This design comes from an exercise in tuning for small area on the open sky130 flow, not from production work. RTL that was checked went through simulation tests only; none was proved equivalent to the original.

JK:
// complex_butterfly_bfp
module complex_butterfly_bfp #(
  parameter int IWL1    = 16,
  parameter int IWL2    = 16,
  parameter int OWL     = 16,
  parameter int LATENCY = 4,
  parameter int EXPW    = 5
) (
  input  logic            clk,
  input  logic            rst,
  input  logic            strb_in,
  input  logic [1:0]      mode,
  input  logic [IWL1-1:0] din1_re,
  input  logic [IWL1-1:0] din1_im,
  input  logic [IWL2-1:0] din2_re,
  input  logic [IWL2-1:0] din2_im,
  input  logic [IWL1-1:0] din3_re,
  input  logic [IWL1-1:0] din3_im,
  input  logic            stage_clr,
  input  logic            frame_start,
  output logic [OWL-1:0]  dout1_re,
  output logic [OWL-1:0]  dout1_im,
  output logic [OWL-1:0]  dout2_re,
  output logic [OWL-1:0]  dout2_im,
  output logic            strb_out,
  output logic            sat_out,
  output logic            grow,
  output logic [EXPW-1:0] blk_exp,
  output logic            busy,
  output logic            clr_err
);
  logic        auto_sh, auto_sh_new, clr_acc, grow_hit;
  logic [1:0]  sh_in, sh1;
  logic [3:0]  vld;
  logic [15:0] b_re, b_im, w_re, w_im;
  logic [16:0] q_re_d, q_im_d, q_re, q_im;
  logic [15:0] a_re, a_im;
  logic        ld4, hold4;
  logic [64:0] w2, w3, w3b, w4;
  assign b_re = din1_re;
  assign b_im = din1_im;
  assign w_re = din2_re;
  assign w_im = din2_im;
  logic one1;
  logic two2;
  logic pp3;
  logic pp4;
  logic pp5;
  logic pp6;
  logic pp7;
  logic pp8;
  logic pp9;
  logic pp10;
  logic pp11;
  logic pp12;
  logic pp13;
  logic pp14;
  logic pp15;
  logic pp16;
  logic pp17;
  logic pp18;
  logic pp19;
  logic ng20;
  logic one21;
  logic two22;
  logic pp23;
  logic pp24;
  logic pp25;
  logic pp26;
  logic pp27;
  logic pp28;
  logic pp29;
  logic pp30;
  logic pp31;
  ...
==> flow/config.mk <==
export PLATFORM = sky130hd
export DESIGN_NAME = complex_butterfly_bfp
export DESIGN_NICKNAME = complex_butterfly_bfp
export VERILOG_FILES = /design/flow/design.v
export SDC_FILE = /design/flow/constraint.sdc
export NUM_CORES = 4
export LEC_CHECK = 0
export ABC_AREA = 1
export CAP_MARGIN = 20
export CORE_MARGIN = 2
export CORE_UTILIZATION = 40
export SLEW_MARGIN = 20
export SYNTH_HIERARCHICAL = 1
export SYNTH_MINIMUM_KEEP_SIZE = 0
==> flow/constraint.sdc <==
create_clock -name core_clock -period 11.0 [get_ports {clk}]
set_input_delay 2.2000 -clock core_clock [delete_from_list [all_inputs] [get_ports {clk}]]
set_output_delay 2.2000 -clock core_clock [all_outputs]
set_load 0.01 [all_outputs]
standard.sh (not shown) runs the stock make flow with config.mk's settings and CLKGATE_MAP_FILE= SYNTH_SCRIPT=/design/flow/synth_recipe.tcl, a recipe that flattens the netlist after the stock synthesis.
==> flow/flow/run.sh <==
#!/bin/bash
# The standard ORFS layout, except that the ports are buffered with the platform's
# smallest buffer instead of the delay buffer buffer_ports picks by default.
set -euo pipefail
export BUFFER_PORTS_ARGS="-buffer_cell sky130_fd_sc_hd__buf_1"
export CTS_ARGS="-sink_clustering_enable -repair_clock_nets -dont_use_dummy_load -sink_clustering_size 20 -sink_clustering_max_diameter 50 -buf_list sky130_fd_sc_hd__clkbuf_8"
bash standard.sh > standard_flow.log 2>&1
Inputs modified between JK and MS:
==> flow/flow/run.sh <==
#!/bin/bash
# The standard ORFS layout, except that the ports are buffered with the platform's
# smallest buffer instead of the delay buffer buffer_ports picks by default.
set -euo pipefail
export BUFFER_PORTS_ARGS="-buffer_cell sky130_fd_sc_hd__buf_1"
export CTS_ARGS="-sink_clustering_enable -repair_clock_nets -dont_use_dummy_load -sink_clustering_size 30 -sink_clustering_max_diameter 60 -buf_list sky130_fd_sc_hd__clkbuf_16"
bash standard.sh > standard_flow.log 2>&1
MS: full flow OK, the timing, DRC and antenna checks passed
Portion of the clock cycle consumed by the worst path in the final layout ended up 0.55 points lower on MS than on JK.
Going from JK to MS, hold slack shrinks by 0.011 ns.
Final critical-path required period: MS < JK
| number of global-route vias before repair | JK vs MS | ≈ equal |
Post-synthesis instance area: MS vs JK identical
Compared with JK, in MS clock-pin transition on the worst setup and hold timing paths stayed essentially flat, cell count stayed essentially flat.
No run of this note included a check of the RTL's function; only the layout flow was run.


complex_butterfly_bfp, a different RTL version from the one above (not shown whole).
Size in the first run: about 2800 cells after synthesis, ~280 flip-flops, about 180 I/O pins, ~29000 um^2 of cells after synthesis.
clock: 11.0 ns
lec_check: 0
abc_area: 1
cap_margin: 0
core_margin: 2
core_utilization: 80
slew_margin: 0
synth_hierarchical: 1
synth_minimum_keep_size: 0
==> flow/flow/run.sh <==
#!/bin/bash
# The standard ORFS layout (standard.sh) with these changes:
#  - synthesis is the standard flow's own script, except that ABC maps with area-oriented scripts
#    (flow/abc_leaf.script and flow/abc_area.script, hooked in by flow/abc_override.tcl);
#  - the ports are buffered with the platform's smallest buffer (buf_1) instead of the
#    delay buffer that buffer_ports picks by default;
#  - clock tree synthesis clusters the flip-flops into groups of at most 10 driven by clkbuf_4
#    and inserts no dummy loads.
set -euo pipefail
W=$(pwd)
export BUFFER_PORTS_ARGS="-buffer_cell sky130_fd_sc_hd__buf_1"
export CTS_ARGS="-sink_clustering_enable -repair_clock_nets -dont_use_dummy_load -sink_clustering_size 10 -sink_clustering_max_diameter 30 -buf_list sky130_fd_sc_hd__clkbuf_4"
export MY_ABC_SCRIPT=$W/flow/abc_area.script
export MY_ABC_LEAF_SCRIPT=$W/flow/abc_leaf.script
{ head -n 1 synth_recipe.tcl; cat flow/abc_override.tcl; tail -n +2 synth_recipe.tcl; } > area_synth.tcl
sed "s#SYNTH_SCRIPT=[^ ]*#SYNTH_SCRIPT=$W/area_synth.tcl#" standard.sh > area_synth.sh
bash area_synth.sh synth > synth_flow.log 2>&1
bash standard.sh > standard_flow.log 2>&1
==> flow/flow/abc_area.script <==
strash
dc2
dch -f
map -a
mfs2
strash
dch -f
map -a
topo
stime -c
==> flow/flow/abc_leaf.script <==
strash
dc2
dch -f
amap
==> flow/flow/abc_override.tcl <==
# Inserted into the standard flow's synthesis script (synth_recipe.tcl) after its first line. Only the
# final ABC technology mapping changes: the small gate modules (bao22, bao222n, bnand2) are
# mapped first with flow/abc_leaf.script (ABC's area mapper amap), then the rest of the design
# with flow/abc_area.script (area-oriented map). Everything else, including the flip-flop
# mapping, stays as in the standard flow's synthesis.
rename synth ::synth_recipe
proc synth {args} {
  ::synth_recipe {*}$args
  if { [info commands ::orig_abc] eq "" } {
    rename ::abc ::orig_abc
    proc ::abc {args} {
      set i [lsearch -exact $args -script]
      if { $i >= 0 } {
        set leaf [lreplace $args $i [expr {$i + 1}] -script $::env(MY_ABC_LEAF_SCRIPT)]
        puts "abc with flow/abc_leaf.script: $leaf bao22 bao222n bnand2"
        ::orig_abc {*}$leaf bao22 bao222n bnand2
        set args [lreplace $args $i [expr {$i + 1}] -script $::env(MY_ABC_SCRIPT)]
      }
      puts "abc with flow/abc_area.script: $args"
      ::orig_abc {*}$args
    }
  }
}
The baseline finished but failed the layout checks on setup timing.
Change:
--- a/flow/flow/run.sh
+++ b/flow/flow/run.sh
@@ -12 +12 @@
-export CTS_ARGS="-sink_clustering_enable -repair_clock_nets -dont_use_dummy_load -sink_clustering_size 10 -sink_clustering_max_diameter 30 -buf_list sky130_fd_sc_hd__clkbuf_4"
+export CTS_ARGS="-sink_clustering_enable -repair_clock_nets -dont_use_dummy_load -sink_clustering_size 8 -sink_clustering_max_diameter 25 -buf_list {sky130_fd_sc_hd__clkbuf_2 sky130_fd_sc_hd__clkbuf_4}"
- CORE_UTILIZATION: 80 -> 75
=> This time the run went through all stages and came out clean; worst setup slack is better by 1.0 ns; die area grows by 6.5%; first-iteration DRC count goes down by 30%; register-to-register slack gains 1.0 ns.
Change:
--- a/flow/flow/run.sh
+++ b/flow/flow/run.sh
@@ -7 +7 @@
-#  - clock tree synthesis clusters the flip-flops into groups of at most 10 driven by clkbuf_4
+#  - clock tree synthesis clusters the flip-flops into larger groups driven by clkbuf_8
@@ -12 +12 @@
-export CTS_ARGS="-sink_clustering_enable -repair_clock_nets -dont_use_dummy_load -sink_clustering_size 8 -sink_clustering_max_diameter 25 -buf_list {sky130_fd_sc_hd__clkbuf_2 sky130_fd_sc_hd__clkbuf_4}"
+export CTS_ARGS="-sink_clustering_enable -repair_clock_nets -dont_use_dummy_load -sink_clustering_size 10 -sink_clustering_max_diameter 30 -buf_list sky130_fd_sc_hd__clkbuf_4"
==> flow/flow/abc_area.script (replaced) <==
strash
dch -f
map -a
mfs2
strash
dch -f
map -a
topo
stime -c
- CORE_UTILIZATION: 75 -> 70
Outcome: The changed run completed with no timing, DRC or antenna violations; wire length went down slightly; area after synthesis went up slightly; critical path depth went down by 1; final cell count went up slightly; global-route usage went down by 4.7 points.
Change:
--- a/flow/flow/run.sh
+++ b/flow/flow/run.sh
@@ -7 +7 @@
-#  - clock tree synthesis clusters the flip-flops into larger groups driven by clkbuf_8
+#  - clock tree synthesis clusters the flip-flops into groups of at most 10 driven by clkbuf_4
==> flow/flow/abc_area.script (replaced) <==
strash
dc2
dch -f
map -a
mfs2
strash
dch -f
map -a
topo
stime -c
What happened: The changed run completed with no timing, DRC or antenna violations. Core utilization went up by 0.19 points. Final area hardly moves. Maximum frequency went up slightly. Sequential share of layout area is about the same. Critical path depth is unchanged. Die area went down slightly. Setup slack is better by 0.031 ns.
Change:
- CORE_UTILIZATION: 70 -> 75
Clock skew came out higher by 0.018 ns.
Utilization came out higher by 5.9 points.
Final area stays flat.
Sequential share of layout area hardly moves.
First-iteration DRC count came out higher by a few percent.
Worst setup slack is better by 0.33 ns.

## afterwards: timing with drivers on the ports
Ports are ideal in the flow. The routed layouts listed here were re-timed in OpenROAD. Step 1 assumes that a clkbuf_16 drives the clock port and a buf_2 every other input. Step 2 adds t to the input delays and takes it off the output delays; t is the mean of the earliest and latest rising clock arrival at the registers after step 1. Input paths then give back, and output paths get back, about the clock's delay inside the block. Three values: ideal ports, drivers, drivers and shift; two values: the first two.
| run | shift t [ns] | slack for setup (ns) | worst setup path at the end | clock arrival spread, ns |
|---|---|---|---|---|
| JK | 0.595 | 1.603 / 1.603 / 1.603 | register to register | 0.074 / 0.074 |
| MS | 0.535 | 1.663 / 1.663 / 1.663 | register to register | 0.062 / 0.062 |
| the first run of note 2 | 0.669 | -0.018 / -0.018 / -0.018 | register to register | 0.064 / 0.064 |
| the second run of note 2 | 0.657 | 1.007 / 1.007 / 1.007 | register to register | 0.104 / 0.104 |
| the third run of note 2 | 0.611 | 0.693 / 0.693 / 0.693 | register to register | 0.060 / 0.061 |
| the fourth run of note 2 | 0.655 | 0.725 / 0.725 / 0.725 | register to register | 0.056 / 0.056 |
| the fifth run of note 2 | 0.652 | 1.050 / 1.050 / 1.050 | register to register | 0.068 / 0.068 |
